Source: an optimization exercise on an open RTL-to-GDS flow (aim: a short achievable clock period and few clock cycles). Production flows keep margins and buffers that such runs may drop.
In this exercise RTL edits were held to simulation tests only and were not proved equivalent to the original.
Power and IR drop assume default switching activity.

===== flow/constraint.sdc =====
create_clock -name core_clock -period 8.0 [get_ports {clk}]
set_input_delay 1.6000 -clock core_clock [delete_from_list [all_inputs] [get_ports {clk}]]
set_output_delay 1.6000 -clock core_clock [all_outputs]
set_load 0.01 [all_outputs]

===== flow/config.mk =====
export PLATFORM = sky130hd
export DESIGN_NAME = lc3b_core
export DESIGN_NICKNAME = lc3b_core
export VERILOG_FILES = /design/flow/design.v
export SDC_FILE = /design/flow/constraint.sdc
export NUM_CORES = 4
export LEC_CHECK = 0
export ABC_CLOCK_PERIOD_IN_PS = 2500
export CAP_MARGIN = 20
export CORE_MARGIN = 2
export CORE_UTILIZATION = 40
export SETUP_SLACK_MARGIN = 5
export SLEW_MARGIN = 20
export SYNTH_MEMORY_MAX_BITS = 8192
export TNS_END_PERCENT = 20

===== flow/run.sh =====
#!/bin/bash
# synth_recipe.tcl (not shown) runs the flow's synth.tcl, then flattens the netlist and writes it again
# the make line also repeats each setting of config.mk as NAME=value (left out here)
make -C /OpenROAD-flow-scripts/flow DESIGN_CONFIG=/design/flow/config.mk WORK_HOME=/design/flow/orfs CLKGATE_MAP_FILE= SYNTH_SCRIPT=/design/flow/synth_recipe.tcl finish

===== flow/design.v =====
package lc3b_pkg;
typedef union packed {
    struct packed {
        logic [3:0] opcode;
        logic [2:0] dr;
        logic [2:0] sr1;
        logic       imm;           
        logic [4:0] tail;          
    } opr;
    struct packed {
        logic [3:0] opcode;
        logic [2:0] dr;            
        logic [2:0] base;
        logic [5:0] offset6;
    } mem;
} lc3b_instr_t;
function automatic logic [2:0] lc3b_nzp(input logic [16-1:0] value);
    logic [2:0] cc;
    if (value[16-1])
        cc = 3'b100;
    else if (value == '0)
        cc = 3'b010;
    else
        cc = 3'b001;
    lc3b_nzp = cc;
endfunction
endpackage
`timescale 1ns/10ps
module lc3b_core
(
    input  logic                        clk,
    input  logic                        rst,
    input  logic                        instr_valid,
    input  logic [16-1:0]     instr,
    output logic                        instr_ready,
    output logic                        wb_valid,
    output logic [2:0]                  wb_dr,
    output logic [16-1:0]     wb_data,
    output logic [2:0]                  wb_cc
);
logic        ready_q;
logic [15:0] pc;
logic        q_v;
logic        q_hold;
logic [15:0] q_w;
logic [15:0] q_npc;
logic        e_v;
logic        e_wr;
logic        e_setcc;
logic [2:0]  e_dr;
logic        e_add, e_and, e_not, e_shf, e_lea, e_mem;
logic        e_ldi, e_str, e_sti, e_st;
logic        e_shl, e_sra;
logic [3:0]  e_amt;
logic [15:0] e_a, e_b, e_sd;
logic        e_fa_m, e_fa_w, e_fb_m, e_fb_w, e_fs_m, e_fs_w;
logic [15:0] e_lea_val;
logic [7:0]  e_off;
logic        m_v;
logic        m_wr;
logic        m_setcc;
logic [2:0]  m_dr;
logic        m_ldi, m_sti, m_st;
logic [15:0] m_res;
logic [7:0]  m_addr;
logic [15:0] m_sd;
logic        w_v;
logic        w_wr;
logic        w_setcc;
logic [2:0]  w_dr;
logic [15:0] w_res;
logic [15:0] rf [8];
logic [15:0] dmem [256];
function automatic logic reads_reg(input logic [15:0] w, input logic [2:0] r);
    logic [3:0] op;
    op = w[15:12];
    case (op)
        4'b0001, 4'b0101: reads_reg = (w[8:6] == r) || (!w[5] && w[2:0] == r);
        4'b1001, 4'b1101, 4'b0110, 4'b1010: reads_reg = (w[8:6] == r);
        4'b0111, 4'b1011: reads_reg = (w[8:6] == r) || (w[11:9] == r);
        default: reads_reg = 1'b0;
    endcase
endfunction
logic acc;
logic need_gap;
assign instr_ready = ready_q;
assign acc = instr_valid && ready_q;
assign need_gap = q_v && (q_w[15:12] == 4'b1010) && reads_reg(instr, q_w[11:9]);
always_ff @(posedge clk)
begin
    if (rst)
    begin
        ready_q <= 1'b1;
        pc <= 16'h3000;
        q_v <= 1'b0;
        q_hold <= 1'b0;
    end
    else if (q_hold)
    begin
        ready_q <= 1'b1;
        q_hold <= 1'b0;
    end
    else
    begin
        ready_q <= !(acc && need_gap);
        q_hold <= acc && need_gap;
        q_v <= acc;
        if (acc)
            pc <= pc + 16'd2;
    end
end
always_ff @(posedge clk)
begin
    if (acc && !q_hold)
    begin
        q_w <= instr;
        q_npc <= pc + 16'd2;
    end
end
logic        d_v;
logic [3:0]  d_op;
logic [2:0]  d_dr, d_s1, d_s2;
logic        d_add, d_and, d_not, d_shf, d_lea, d_ldr, d_ldi, d_str, d_sti;
logic        d_use_b;
logic [15:0] d_ra, d_rb, d_rs;
assign d_v = q_v && !q_hold;
assign d_op = q_w[15:12];
assign d_dr = q_w[11:9];
assign d_s1 = q_w[8:6];
assign d_s2 = q_w[2:0];
assign d_add = (d_op == 4'b0001);
assign d_and = (d_op == 4'b0101);
assign d_not = (d_op == 4'b1001);
assign d_shf = (d_op == 4'b1101);
assign d_lea = (d_op == 4'b1110);
assign d_ldr = (d_op == 4'b0110);
assign d_ldi = (d_op == 4'b1010);
assign d_str = (d_op == 4'b0111);
assign d_sti = (d_op == 4'b1011);
assign d_use_b = (d_add || d_and) && !q_w[5];
function automatic logic [15:0] rf_read(input logic [2:0] r, input logic [15:0] rf0,
    input logic [15:0] rf1, input logic [15:0] rf2, input logic [15:0] rf3,
    input logic [15:0] rf4, input logic [15:0] rf5, input logic [15:0] rf6,
    input logic [15:0] rf7, input logic wv, input logic [2:0] wr, input logic [15:0] wd);
    logic [15:0] v;
    case (r)
        3'd0: v = rf0;
        3'd1: v = rf1;
        3'd2: v = rf2;
        3'd3: v = rf3;
        3'd4: v = rf4;
        3'd5: v = rf5;
        3'd6: v = rf6;
        default: v = rf7;
    endcase
    rf_read = (wv && wr == r) ? wd : v;
endfunction
logic w_wen;
assign w_wen = w_v && w_wr;
assign d_ra = rf_read(d_s1, rf[0], rf[1], rf[2], rf[3], rf[4], rf[5], rf[6], rf[7], w_wen, w_dr, w_res);
assign d_rb = rf_read(d_s2, rf[0], rf[1], rf[2], rf[3], rf[4], rf[5], rf[6], rf[7], w_wen, w_dr, w_res);
assign d_rs = rf_read(d_dr, rf[0], rf[1], rf[2], rf[3], rf[4], rf[5], rf[6], rf[7], w_wen, w_dr, w_res);
logic e_fwd_ok, m_fwd_ok;
assign e_fwd_ok = e_v && e_wr;          
assign m_fwd_ok = m_v && m_wr;          
always_ff @(posedge clk)
begin
    if (rst)
        e_v <= 1'b0;
    else
        e_v <= d_v;
end
always_ff @(posedge clk)
begin
    e_wr <= !(d_str || d_sti);
    e_setcc <= !d_lea;
    e_dr <= d_dr;
    e_add <= d_add;
    e_and <= d_and;
    e_not <= d_not;
    e_shf <= d_shf;
    e_lea <= d_lea;
    e_mem <= d_ldr || d_ldi || d_str || d_sti;
    e_ldi <= d_ldi;
    e_str <= d_str;
    e_sti <= d_sti;
    e_st <= d_str || d_sti;
    e_shl <= !q_w[4];
    e_sra <= q_w[5];
    e_amt <= q_w[3:0];
    e_a <= d_ra;
    e_b <= d_use_b ? d_rb : {{11{q_w[4]}}, q_w[4:0]};
    e_sd <= d_rs;
    e_fa_m <= e_fwd_ok && e_dr == d_s1;
    e_fa_w <= m_fwd_ok && m_dr == d_s1 && !(e_fwd_ok && e_dr == d_s1);
    e_fb_m <= d_use_b && e_fwd_ok && e_dr == d_s2;
    e_fb_w <= d_use_b && m_fwd_ok && m_dr == d_s2 && !(e_fwd_ok && e_dr == d_s2);
    e_fs_m <= e_fwd_ok && e_dr == d_dr;
    e_fs_w <= m_fwd_ok && m_dr == d_dr && !(e_fwd_ok && e_dr == d_dr);
    e_lea_val <= q_npc + {{6{q_w[8]}}, q_w[8:0], 1'b0};
    e_off <= {{2{q_w[5]}}, q_w[5:0]};
end
logic [15:0] a, b, sd;
logic [15:0] shf_out;
logic [15:0] alu_out;
logic [7:0]  e_addr;
logic [15:0] e_rd;
logic [7:0]  m_waddr;
logic        m_we;
assign a  = e_fa_m ? m_res : (e_fa_w ? w_res : e_a);
assign b  = e_fb_m ? m_res : (e_fb_w ? w_res : e_b);
assign sd = e_fs_m ? m_res : (e_fs_w ? w_res : e_sd);
always_comb
begin
    if (e_shl)
        shf_out = a << e_amt;
    else if (!e_sra)
        shf_out = a >> e_amt;
    else
        shf_out = $signed(a) >>> e_amt;
end
always_comb
begin
    alu_out = e_lea_val;
    if (e_add) alu_out = a + b;
    if (e_and) alu_out = a & b;
    if (e_not) alu_out = ~a;
    if (e_shf) alu_out = shf_out;
end
assign e_addr = a[8:1] + e_off;
assign e_rd = (m_we && m_waddr == e_addr) ? m_sd : dmem[e_addr];
always_ff @(posedge clk)
begin
    if (rst)
        m_v <= 1'b0;
    else
        m_v <= e_v;
end
always_ff @(posedge clk)
begin
    m_wr <= e_wr;
    m_setcc <= e_setcc;
    m_dr <= e_dr;
    m_ldi <= e_ldi;
    m_sti <= e_sti;
    m_st <= e_st;
    m_res <= e_mem ? e_rd : alu_out;
    m_addr <= e_addr;
    m_sd <= sd;
end
assign m_we = m_v && m_st;
assign m_waddr = m_sti ? m_res[8:1] : m_addr;
always_ff @(posedge clk)
begin
    if (m_we)
        dmem[m_waddr] <= m_sd;
end
always_ff @(posedge clk)
begin
    if (rst)
        w_v <= 1'b0;
    else
        w_v <= m_v;
end
always_ff @(posedge clk)
begin
    w_wr <= m_wr;
    w_setcc <= m_setcc;
    w_dr <= m_dr;
    w_res <= m_ldi ? dmem[m_res[8:1]] : m_res;
end
always_ff @(posedge clk)
begin
    if (rst)
    begin
        for (int i = 0; i < 8; i++)
            rf[i] <= '0;
    end
    else if (w_wen)
        rf[w_dr] <= w_res;
end
always_ff @(posedge clk)
begin
    if (rst)
    begin
        wb_valid <= 1'b0;
        wb_cc <= 3'b010;
    end
    else
    begin
        wb_valid <= w_wen;
        if (w_wen && w_setcc)
            wb_cc <= lc3b_pkg::lc3b_nzp(w_res);
    end
end
always_ff @(posedge clk)
begin
    if (w_wen)
    begin
        wb_dr <= w_dr;
        wb_data <= w_res;
    end
end
endmodule

==> out/results.txt, run 1 <==
status - finished clean
core outline area - 525000 um2
fraction of layout cells with a size suffix above 1 - 41.2%
Tot GR Track Use - 27.1%
fin nets - 11600
H-tree levels - 5
max cap viols - 0
maximum root-to-sink buffer count - 4
multi-input logic area - 80000 um2
synth top area cells - edfxtp_1 61%, mux4_2 25%, mux2i_1 3.3%, dfxtp_1 1.7%, clkbuf_1 0.82%
cts hold-fix bufs - 0
Max-slew headroom - 15.6%
Peak VDD IR - 0.221 mV
DR WL/cell - 39.1 um
Buffers on Ports - 42
Post-Syn Instances - 11000
Post-DRT Antenna Nets - 0
Layout area overhead - 19.2%
syn avg cell area - 19.3 um2
setup violators final - 0
setup ws final - 3180 ps
CTS Sinks - 4457
routed vias/inst - 6.66
worst clock skew - 86.9 ps
number of flops mapped to enable cells by yosys - 4274
Seq/Total Area, Yosys - 62.6%
Reg area - 132000 um2
Fill cells - 42700
die extent in y - 730 um
synth warn - 1
asr flop ratio synth - 0%
post-place setup slack - 1510 ps
Worst Path Arrival - 5840 ps
Max Freq - 208 MHz
vias in the first global route - 126000
Seq cells post-synth - 4457
cell taking the most area after synthesis - edfxtp_1
power consumption - 0.0765 W
die width - 730 um
DRC - 0
worst hold slack - 312 ps
Initial Util - 40.2%
global-route wire length before repair - 1010 mm
total grt overflow - 0
row count - 266
crit-path max FO - 57
P_leak - 79.9 nW
Req. time, crit path - 9030 ps
Post-Route WL - 740 mm
Pins Over Slew Limit - 0
syn nets - 11000
CP Capture Type - register
maximum number of pins on one net before global-route repair - 197
PwrDens - 304 nW/um2
post-synthesis cell type count - 75
CP Launch Type - register
Yosys top cell area share - 60.8%
CTS Buf Count - 463
CTS tree - built
worst slew pin tran - 1250 ps
clk latency of the worst-skew pair - 1120 ps
Via Count - 126000
clock root buffer - clkbuf_16
DIE AREA - 533000 um2
post-route setup TNS - 0 ps
Final Critical Period - 4820 ps
RD Place Congestion - 0.921
final HPWL from detailed placement - 410 mm
RSZ-0062 raised after global routing - true
critical path class - reg -> reg
predominant post-synthesis flop cell - edfxtp_1
final worst-path cycle share - 60.2%
Top Ports - 43
DRT Pass-1 Iters - 8
Final Hold Vio Count - 0
Clock Pin Slew Worst Setup and Hold Paths - 60 ps
initial antenna violation count - 34
Cell Area, Synth - 211000 um2
Hold Path Class - reg -> reg
DR iter-0 viols - 18400
-- registers in the layout, summed over array words and instances, names as in the netlist, 16 cells and up --
signal,cells
dmem,4096
wb_data,16
e_a,16
rf,128
m_res,16
w_res,16
q_w,16
e_sd,16
e_b,16
m_sd,16
-- worst paths after layout --
kind / start / end / slack [ps] / cells past startpoint
setup reg to reg: e_fa_w$_DFF_P_ / m_res[2]$_DFF_P_ / 3180 / 16
hold / removal: m_setcc$_DFF_P_ / w_setcc$_DFF_P_ / 310 / 0
setup / recovery: e_fa_w$_DFF_P_ / m_res[2]$_DFF_P_ / 3180 / 16
hold reg to reg: m_setcc$_DFF_P_ / w_setcc$_DFF_P_ / 310 / 0
-- metrics by stage --
stage	instances	cell area (um2)	utilization, %
finish	18900	252000	47.9
global route	18900	251000	47.9
CTS	18700	248000	47.2
detailed placement	17500	222000	42.3
global placement	17500	222000	42.3
floorplan	11000	213000	-
-- cells in the mapped netlist (37+ instances only) --
cell type     n
mux4_2     2355
nand2_1     375
nor2_1      436
mux2i_1     698
nor2b_1     133
a311oi_1     48
xor2_1       53
o21ai_0     191
nand3_1      98
nor3_1       37
xnor2_1      43
buf_2       310
and2_1      137
edfxtp_1   4274
a211oi_1    194
a31oi_1      44
buf_1        96
inv_1        53
a21oi_1     144
a22oi_1     121
ha_1         38
dfxtp_1     183
mux2_2       66
clkbuf_1    460
-- logic make-up after synthesis --
group / after synthesis / share of synthesized area (%)
compound gates: 968 / 3.14
buf+inv: 958 / 1.95
fa+ha+maj: 41 / 0.254
mux: 3120 / 28.8
xor+xnor: 97 / 0.409
simple gates: 1313 / 2.87
flops: 4457 / 62.6
-- worst max-delay path, stage by stage, from the launching register on --
cell and delay, ps:
dfxtp_4 390, mux2i_4 240, mux2_4 210, inv_6 40, ha_4 160, fa_4 540
a21o_1 200, a21oi_4 240, xnor2_4 170, buf_12 160, buf_16 410, nand3_2 410
o311a_4 300, o32ai_4 640, buf_6 200, nor2_1 40, o221ai_1 210
-- layout by cell type, fill, tap and decap left out, types with 23 or more instances in the layout --
master,n
nor2_1,172
dfxtp_4,24
ha_1,32
edfxtp_1,4274
nor3_1,35
buf_4,509
mux4_2,2355
buf_16,150
mux2i_1,586
mux2_2,44
nor2b_1,124
a211oi_1,104
a31oi_1,40
a21oi_1,112
inv_1,47
nor2_2,122
buf_6,98
bufinv_16,53
o21ai_0,176
buf_12,177
mux2i_4,38
clkinv_1,100
clkdlybuf4s50_1,36
nand3_2,23
xor2_1,52
nand3_1,67
dfxtp_1,152
clkinv_2,81
clkbuf_16,492
o22ai_1,31
nor2_4,142
clkbuf_1,95
and2_1,136
a22oi_2,80
xnor2_1,40
a22oi_1,41
a211oi_2,68
nand2_1,345
mux2i_2,75
bufbuf_16,41
-- layer usage --
layer | routed length (um) | vias to the layer above | part of all wire [%] | track usage, %
li1 | - | 48100 | - | -
met1 | 270000 | 68000 | 36 | 35.7
met2 | 342000 | 8374 | 46 | 42.1
met3 | 87000 | 1728 | 12 | 7.28
met4 | 40200 | 24 | 5.4 | 12.4
met5 | 1010 | - | 0.14 | 0.629
-- where the power goes --
part / internal, W / total (W) / switching (W)
clock: 0.0125 / 0.0220 / 0.00944
sequential: 0.0263 / 0.0268 / 0.000506
combinational: 0.0121 / 0.0278 / 0.0158
-- layout make-up --
| cell class | instances | area share, % |
|---|---|---|
| Sequential cell | 4457 | 52.5 |
| Multi-Input combinational cell | 5540 | 31.8 |
| Timing Repair Buffer | 1054 | 6.01 |
| Clock buffer | 574 | 4.87 |
| Tap cell | 6968 | 3.47 |
| Clock inverter | 276 | 1.17 |
| Inverter | 61 | 0.117 |
| Antenna cell | 15 | 0.0149 |
| Timing Repair inverter | 2 | 0.0109 |
-- repair_timing --
| item | in CTS | in global routing |
|---|---|---|
| gates cloned | 116 | 25 |
| resized for setup | 804 | 311 |
| setup endpoints to repair | 4236 | 3548 |
| pin swaps | 188 | 123 |
| buffers inserted | 257 | 157 |
Testbench counts, summed over its fixed seeds: cycles 25,722.
==> run 2, diff against run 1 <==
--- a/flow/config.mk
+++ b/flow/config.mk
@@ -8,7 +8,8 @@
 export ABC_CLOCK_PERIOD_IN_PS = 2500
 export CAP_MARGIN = 20
 export CORE_MARGIN = 2
-export CORE_UTILIZATION = 40
+export CORE_UTILIZATION = 60
+export PLACE_DENSITY = 0.72
 export SETUP_SLACK_MARGIN = 5
 export SLEW_MARGIN = 20
 export SYNTH_MEMORY_MAX_BITS = 8192
==> run 2 against run 1 <==
Global-route usage rose by 12 points. Register-to-register slack got worse by 60 ps. Power fell by 1.8%. Wire length fell by 5.1%. Die area fell by 33%.
==> out/results.txt, run 2 <==
CTS Buf Count - 454
Seq/Total Area, Yosys - 62.6%
Seq cells post-synth - 4457
CTS Sinks - 4457
DRC - 0
power consumption - 0.0752 W
CTS tree - built
synth top area cells - edfxtp_1 61%, mux4_2 25%, mux2i_1 3.3%, dfxtp_1 1.7%, clkbuf_1 0.82%
fraction of layout cells with a size suffix above 1 - 40.5%
RSZ-0062 raised after global routing - true
die extent in y - 597 um
row count - 217
Initial Util - 60.3%
Fill cells - 20700
core outline area - 350000 um2
clock root buffer - clkbuf_16
synth warn - 1
Cell Area, Synth - 211000 um2
worst slew pin tran - 1190 ps
status - finished clean
setup violators final - 0
post-place setup slack - 1430 ps
Top reg by flops - dmem
syn nets - 11000
cts hold-fix bufs - 0
post-synthesis cell type count - 75
Yosys top cell area share - 60.8%
die width - 597 um
Pins Over Slew Limit - 0
DIE AREA - 356000 um2
most common cell after layout, fill and taps aside - edfxtp_1
post-route setup TNS - 0 ps
maximum number of pins on one net before global-route repair - 211
Top Ports - 43
fin nets - 11600
Req. time, crit path - 8860 ps
critical path class - reg -> reg
slowest stage cell, crit path - fa_4
routed vias/inst - 7.72
final worst-path cycle share - 61.0%
initial antenna violation count - 24
Peak VDD IR - 0.271 mV
Buffers on Ports - 42
RD Place Congestion - 0.954
commonest cells in the netlist - 4274 x edfxtp_1, 2355 x mux4_2, 698 x mux2i_1
total grt overflow - 0
number of flops mapped to enable cells by yosys - 4274
Tot GR Track Use - 39.2%
worst path cell trace - mux2_4 > mux2i_4 > inv_2 > fa_4 > buf_12 > buf_16 > buf_12 > buf_16 > mux4_2 > mux2i_1 > nand2_1 > a311oi_2 > o32ai_1 > buf_4 > nor2_1 > o21ai_0
asr flop ratio synth - 0%
worst clock skew - 68.5 ps
Worst Path Arrival - 5740 ps
P_leak - 79.3 nW
Clock Pin Slew Worst Setup and Hold Paths - 60 ps
DRT Pass-1 Iters - 9
reg2reg setup slack - 3120 ps
Reg area - 132000 um2
vias in the first global route - 126000
Layout area overhead - 16.8%
Hold Path Class - reg -> reg
crit-path max FO - 8
commonest non-fill, non-tap cells in the layout - 4274 x edfxtp_1, 2355 x mux4_2, 625 x mux2i_1, 489 x buf_4, 484 x clkbuf_16
PwrDens - 305 nW/um2
setup ws final - 3120 ps
clk latency of the worst-skew pair - 1060 ps
CP Launch Type - register
Max Freq - 205 MHz
Via Count - 128000
DR iter-0 viols - 21400
critical path's largest stage delay - 850 ps
final HPWL from detailed placement - 391 mm
Post-DRT Antenna Nets - 0
predominant post-synthesis flop cell - edfxtp_1
most frequent cell after synthesis - edfxtp_1
Final Critical Period - 4880 ps
CP Capture Type - register
cell taking the most area after synthesis - edfxtp_1
Post-Syn Instances - 11000
DR WL/cell - 42.5 um
biggest regs - dmem (4096), rf (128)
max cap viols - 0
H-tree levels - 5
maximum root-to-sink buffer count - 4
global-route wire length before repair - 972 mm
Post-Route WL - 702 mm
Final Hold Vio Count - 0
Largest register FFs - 4096
syn avg cell area - 19.3 um2
multi-input logic area - 79200 um2
Max-slew headroom - 20.8%
==> run 2: cell counts after synthesis <==
Identical to the previous run, type by type.
==> run 2: worst paths after layout <==
| path | from | to | depth (start not counted) |
|---|---|---|---|
| worst min register to register | e_sti$_DFF_P_ | m_sti$_DFF_P_ | 0 |
| worst max register to register | e_fa_w$_DFF_P_ | m_res[5]$_DFF_P_ | 16 |
| worst max-delay path | e_fa_w$_DFF_P_ | m_res[5]$_DFF_P_ | 16 |
| worst min-delay path | e_sti$_DFF_P_ | m_sti$_DFF_P_ | 0 |
==> run 2: layer usage <==
metal | track usage, % | routed length, um | part of all wire (%)
met5 | 0.203 | 516 | 0.073
met4 | 23.5 | 52700 | 7.5
met3 | 11.8 | 99000 | 14
met2 | 58.5 | 319000 | 45
met1 | 51.7 | 231000 | 33
==> run 2: final cells by class <==
cell class | count | share of cell area, %
timing repair buffer | 998 | 5.70
antenna | 16 | 0.0162
clock inverter | 284 | 1.17
tap | 4599 | 2.34
clock buffer | 565 | 4.90
multi-input combinational | 5539 | 32.1
sequential | 4457 | 53.6
inverter | 61 | 0.118
timing repair inverter | 3 | 0.0117
==> run 2: cells by family (layout without fill, tap and decap cells) <==
family | Yosys count | count (layout) | synth area share, %
AOI/OAI and AO/OA | 968 | 968 | 3.14
xor gates and xnor gates | 97 | 97 | 0.409
other | 0 | 16 | 0
DFF | 4457 | 4457 | 62.6
adders and majority gates | 41 | 41 | 0.254
muxes | 3120 | 3120 | 28.8
and+or+nand+nor | 1313 | 1313 | 2.87
buffers and inverters | 958 | 1911 | 1.95
==> run 2: critical path, delay by kind of cell, from the launching register on <==
| family | cells | cell delay, ps |
|---|---|---|
| multiplexers | 4 | 1120 |
| buffers and inverters | 6 | 1040 |
| AO/OA/AOI/OAI | 3 | 1040 |
| adder cells (fa/ha/maj) | 1 | 850 |
| flip-flops | 1 | 400 |
| AND/OR/NAND/NOR | 2 | 230 |
==> run 2: through the flow <==
stage / hold slack, ps / instances / util [%] / instance area (um2)
after floorplan: 310 / 11000 / - / 213000
final: 328 / 16500 / 70.5 / 246000
after global placement: 313 / 15200 / 62.7 / 219000
after detailed placement: 315 / 15200 / 62.7 / 219000
after global routing: 330 / 16500 / 70.5 / 246000
after CTS: 329 / 16300 / 69.5 / 243000
==> run 2: repair_timing <==
action	CTS	global route
gates resized for setup	740	265
setup buffers	192	164
cloned	101	22
pin swaps	129	122
endpoints found under the hold margin	0	0
endpoints found under the setup margin	4302	3639
==> run 2: where the power goes <==
group	total (W)	internal, W	switching (W)
clock	0.0216	0.0123	0.00927
combinational	0.0266	0.0116	0.0150
sequential	0.0269	0.0263	0.000639
==> run 3, diff against run 2 <==
--- a/flow/design.v
+++ b/flow/design.v
@@ -56,13 +56,18 @@
 logic        e_fa_m, e_fa_w, e_fb_m, e_fb_w, e_fs_m, e_fs_w;
 logic [15:0] e_lea_val;
 logic [7:0]  e_off;
+logic [7:0]  e_a_lo;
+logic        e_fa_m2, e_fa_w2;
+logic [7:0]  m_res_lo;
+logic [7:0]  w_res_lo;
 logic        m_v;
 logic        m_wr;
 logic        m_setcc;
 logic [2:0]  m_dr;
 logic        m_ldi, m_sti, m_st;
 logic [15:0] m_res;
-logic [7:0]  m_addr;
+logic [7:0]  m_ea;
+logic [7:0]  m_off;
 logic [15:0] m_sd;
 logic        w_v;
 logic        w_wr;
@@ -122,6 +127,7 @@
 logic [2:0]  d_dr, d_s1, d_s2;
 logic        d_add, d_and, d_not, d_shf, d_lea, d_ldr, d_ldi, d_str, d_sti;
 logic        d_use_b;
+logic        d_mem;
 logic [15:0] d_ra, d_rb, d_rs;
 assign d_v = q_v && !q_hold;
 assign d_op = q_w[15:12];
@@ -137,6 +143,7 @@
 assign d_ldi = (d_op == 4'b1010);
 assign d_str = (d_op == 4'b0111);
 assign d_sti = (d_op == 4'b1011);
+assign d_mem = d_ldr || d_ldi || d_str || d_sti;
 assign d_use_b = (d_add || d_and) && !q_w[5];
 function automatic logic [15:0] rf_read(input logic [2:0] r, input logic [15:0] rf0,
     input logic [15:0] rf1, input logic [15:0] rf2, input logic [15:0] rf3,
@@ -180,7 +187,7 @@
     e_not <= d_not;
     e_shf <= d_shf;
     e_lea <= d_lea;
-    e_mem <= d_ldr || d_ldi || d_str || d_sti;
+    e_mem <= d_mem;
     e_ldi <= d_ldi;
     e_str <= d_str;
     e_sti <= d_sti;
@@ -197,13 +204,15 @@
     e_fb_w <= d_use_b && m_fwd_ok && m_dr == d_s2 && !(e_fwd_ok && e_dr == d_s2);
     e_fs_m <= e_fwd_ok && e_dr == d_dr;
     e_fs_w <= m_fwd_ok && m_dr == d_dr && !(e_fwd_ok && e_dr == d_dr);
+    e_a_lo <= d_mem ? d_ra[8:1] : 8'd0;
+    e_fa_m2 <= d_mem && e_fwd_ok && e_dr == d_s1;
+    e_fa_w2 <= d_mem && m_fwd_ok && m_dr == d_s1 && !(e_fwd_ok && e_dr == d_s1);
     e_lea_val <= q_npc + {{6{q_w[8]}}, q_w[8:0], 1'b0};
     e_off <= {{2{q_w[5]}}, q_w[5:0]};
 end
 logic [15:0] a, b, sd;
 logic [15:0] shf_out;
 logic [15:0] alu_out;
-logic [7:0]  e_addr;
 logic [15:0] e_rd;
 logic [7:0]  m_waddr;
 logic        m_we;
@@ -227,8 +236,50 @@
     if (e_not) alu_out = ~a;
     if (e_shf) alu_out = shf_out;
 end
-assign e_addr = a[8:1] + e_off;
-assign e_rd = (m_we && m_waddr == e_addr) ? m_sd : dmem[e_addr];
+logic [7:0]  ea, eb, eh, eg, ep;
+logic [1:0]  z0;
+logic [3:0]  zz [1:7];
+logic [15:0] lo_sel;
+logic [31:0] hi_sel;
+logic [255:0] e_wl;
+assign ea = e_fa_m2 ? m_res_lo : (e_fa_w2 ? w_res_lo : e_a_lo);
+assign eb = e_off;
+assign eh = ea ^ eb;
+assign eg = ea & eb;
+assign ep = ea | eb;
+assign z0[0] = !eh[0];
+assign z0[1] = eh[0];
+always_comb
+begin
+    for (int i = 1; i < 8; i++)
+    begin
+        zz[i][0] = !(eh[i] ^ ep[i-1]);
+        zz[i][2] = eh[i] ^ ep[i-1];
+        zz[i][1] = !(eh[i] ^ eg[i-1]);
+        zz[i][3] = eh[i] ^ eg[i-1];
+    end
+    for (int k = 0; k < 16; k++)
+        lo_sel[k] = z0[k & 1] && zz[1][(k >> 0) & 3] && zz[2][(k >> 1) & 3] && zz[3][(k >> 2) & 3];
+    for (int k = 0; k < 32; k++)
+        hi_sel[k] = zz[4][(k >> 0) & 3] && zz[5][(k >> 1) & 3] && zz[6][(k >> 2) & 3] && zz[7][(k >> 3) & 3];
+    for (int k = 0; k < 256; k++)
+        e_wl[k] = lo_sel[k & 15] && hi_sel[k >> 3];
+end
+logic [15:0] e_mrd;
+always_comb
+begin
+    e_mrd = '0;
+    for (int k = 0; k < 256; k++)
+        e_mrd = e_mrd | ({16{e_wl[k]}} & dmem[k]);
+end
+logic [7:0] hit_bit;
+logic       e_hit;
+assign hit_bit[0] = !(eh[0] ^ m_waddr[0]);
+always_comb
+    for (int i = 1; i < 8; i++)
+        hit_bit[i] = !(eh[i] ^ m_waddr[i] ^ (m_waddr[i-1] ? eg[i-1] : ep[i-1]));
+assign e_hit = m_we && (&hit_bit);
+assign e_rd = e_hit ? m_sd : e_mrd;
 always_ff @(posedge clk)
 begin
     if (rst)
@@ -245,15 +296,40 @@
     m_sti <= e_sti;
     m_st <= e_st;
     m_res <= e_mem ? e_rd : alu_out;
-    m_addr <= e_addr;
+    m_res_lo <= !e_wr ? 8'd0 : (e_mem ? e_rd[8:1] : alu_out[8:1]);
+    m_ea <= ea;
+    m_off <= e_off;
     m_sd <= sd;
 end
 assign m_we = m_v && m_st;
-assign m_waddr = m_sti ? m_res[8:1] : m_addr;
+assign m_waddr = m_sti ? m_res[8:1] : m_ea + m_off;
+function automatic logic [255:0] decode8(input logic [7:0] x);
+    logic [15:0] l;
+    logic [15:0] h;
+    for (int k = 0; k < 16; k++)
+    begin
+        l[k] = (x[3:0] == 4'(k));
+        h[k] = (x[7:4] == 4'(k));
+    end
+    for (int k = 0; k < 256; k++)
+        decode8[k] = l[k & 15] && h[k >> 4];
+endfunction
+logic [255:0] m_wsel;
+logic [255:0] m_rsel;
+logic [15:0]  m_mrd;
+assign m_wsel = decode8(m_waddr);
+assign m_rsel = decode8(m_res[8:1]);
+always_comb
+begin
+    m_mrd = '0;
+    for (int k = 0; k < 256; k++)
+        m_mrd = m_mrd | ({16{m_rsel[k]}} & dmem[k]);
+end
 always_ff @(posedge clk)
 begin
-    if (m_we)
-        dmem[m_waddr] <= m_sd;
+    for (int k = 0; k < 256; k++)
+        if (m_we && m_wsel[k])
+            dmem[k] <= m_sd;
 end
 always_ff @(posedge clk)
 begin
@@ -267,7 +343,8 @@
     w_wr <= m_wr;
     w_setcc <= m_setcc;
     w_dr <= m_dr;
-    w_res <= m_ldi ? dmem[m_res[8:1]] : m_res;
+    w_res <= m_ldi ? m_mrd : m_res;
+    w_res_lo <= !m_wr ? 8'd0 : (m_ldi ? m_mrd[8:1] : m_res[8:1]);
 end
 always_ff @(posedge clk)
 begin
--- a/flow/config.mk
+++ b/flow/config.mk
@@ -8,8 +8,7 @@
 export ABC_CLOCK_PERIOD_IN_PS = 2500
 export CAP_MARGIN = 20
 export CORE_MARGIN = 2
-export CORE_UTILIZATION = 60
-export PLACE_DENSITY = 0.72
+export CORE_UTILIZATION = 40
 export SETUP_SLACK_MARGIN = 5
 export SLEW_MARGIN = 20
 export SYNTH_MEMORY_MAX_BITS = 8192
==> run 3 against run 2 <==
The flow now stops in global routing. Synthesized area shrank 6.6%. Synthesized cell count is 32% higher.
==> out/results.txt, run 3 <==
status - did not finish
failing step - global routing
tool error - [ERROR GRT-0116] Global routing finished with congestion. Check the congestion regions in the DRC Viewer.
total grt overflow - 56400
clock root buffer - clkbuf_16
Post-Syn Instances - 14500
RD Place Congestion - 1.62
Cell Area, Placed - 222000 um2
Cell Area, Synth - 197000 um2
Yosys top cell area share - 65.1%
die extent in y - 706 um
maximum number of pins on one net before global-route repair - 256
cell taking the most area after synthesis - edfxtp_1
CTS Buf Count - 525
post-synthesis cell type count - 105
final HPWL from detailed placement - 1740 mm
maximum root-to-sink buffer count - 4
Tot GR Track Use - 110%
predominant post-synthesis flop cell - edfxtp_1
vias in the first global route - 260000
most frequent cell after synthesis - edfxtp_1
syn nets - 14600
synth warn - 3
syn avg cell area - 13.6 um2
global-route wire length before repair - 3560 mm
dpl cells - 21600
Top Ports - 43
cts hold-fix bufs - 0
CTS Sinks - 4489
die width - 706 um
row count - 257
Seq/Total Area, Yosys - 67.3%
number of flops mapped to enable cells by yosys - 4274
synth top area cells - edfxtp_1 65%, a22oi_1 8.3%, a222oi_1 2.2%, dfxtp_1 2.2%, a221oi_1 1.8%
H-tree levels - 6
Initial Util - 40.2%
commonest cells in the netlist - 4274 x edfxtp_1, 2184 x a22oi_1, 856 x nor2_1
Seq cells post-synth - 4489
asr flop ratio synth - 0%
Buffers on Ports - 42
-- run 3: cells by family after synthesis --
logic type      synth area share, %
compound gates                 19.0
xor+xnor                      0.640
fa+ha+maj                     0.367
buf+inv                        2.45
flops                          67.3
mux                            1.32
simple gates                   8.87
-- run 3: timing repair --
action / in CTS
setup endpoints to repair: 4239
gates resized for setup: 2151
setup buffers: 1433
gates cloned: 53
pin swaps: 679
-- run 3: routing by layer --
layer / GRT overflow / track usage (%)
met1: 11000 / 105
met2: 28800 / 124
met3: 8047 / 103
met4: 7673 / 103
met5: 854 / 94.6
-- run 3: worst min-delay path by stage --
stage	from	slack (ps)	to
2_1_floorplan	e_ldi$_DFF_P_	310	m_ldi$_DFF_P_
3_3_place_gp	e_ldi$_DFF_P_	310	m_ldi$_DFF_P_
3_5_place_dp	e_setcc$_DFF_P_	310	m_setcc$_DFF_P_
4_1_cts	e_sti$_DFF_P_	330	m_sti$_DFF_P_
-- run 3: through the flow --
| stage | util [%] | worst slack [ps] | hold slack, ps |
|---|---|---|---|
| 3_3_place_gp | 45.1 | 37.1 | 309 |
| 4_1_cts | 54.3 | 3320 | 326 |
| 3_5_place_dp | 45.4 | 1540 | 312 |
| 2_1_floorplan | - | 3750 | 310 |
-- run 3: power groups by stage --
stage	combinational [W]	sequential [W]	clock, W
3_5_place_dp	0.00819	0.0273	0
2_1_floorplan	0.00271	0.0274	0
3_3_place_gp	0.00820	0.0273	0
4_1_cts	0.00998	0.0268	0.0245
Testbench counts of run 3, summed over its fixed seeds: cycles 25,722.

==> separate check: timing with driven ports <==
The flow's constraints put no driver on any port. The routed layouts listed below were extracted and timed again, unchanged, in two steps. Step 1 (the two cells are an assumption about what drives the block):
set clk [get_ports {clk}]
set_driving_cell -lib_cell sky130_fd_sc_hd__clkbuf_16 $clk
set_driving_cell -lib_cell sky130_fd_sc_hd__buf_2 [delete_from_list [all_inputs] $clk]
Step 2, shift: input delay + t, output delay - t, t = (earliest + latest rising clock arrival at the registers) / 2. This alone moves slack from input paths to output paths. Slacks: ideal ports / drivers / drivers and shift; pairs: ideal ports / drivers.
| run | shift t [ns] | slack for setup (ns) | hold slack, ns | worst setup path after step 2 | worst slew at a driven data input, ns |
|---|---|---|---|---|---|
| run 1 | 1.188 | 3.185 / 3.185 / 3.185 | 0.312 / 0.312 / 0.312 | register to register | 0.07 |
| run 2 | 1.127 | 3.122 / 3.122 / 3.122 | 0.328 / 0.328 / 0.328 | register to register | 0.04 |
After both steps every run listed still meets setup and hold.
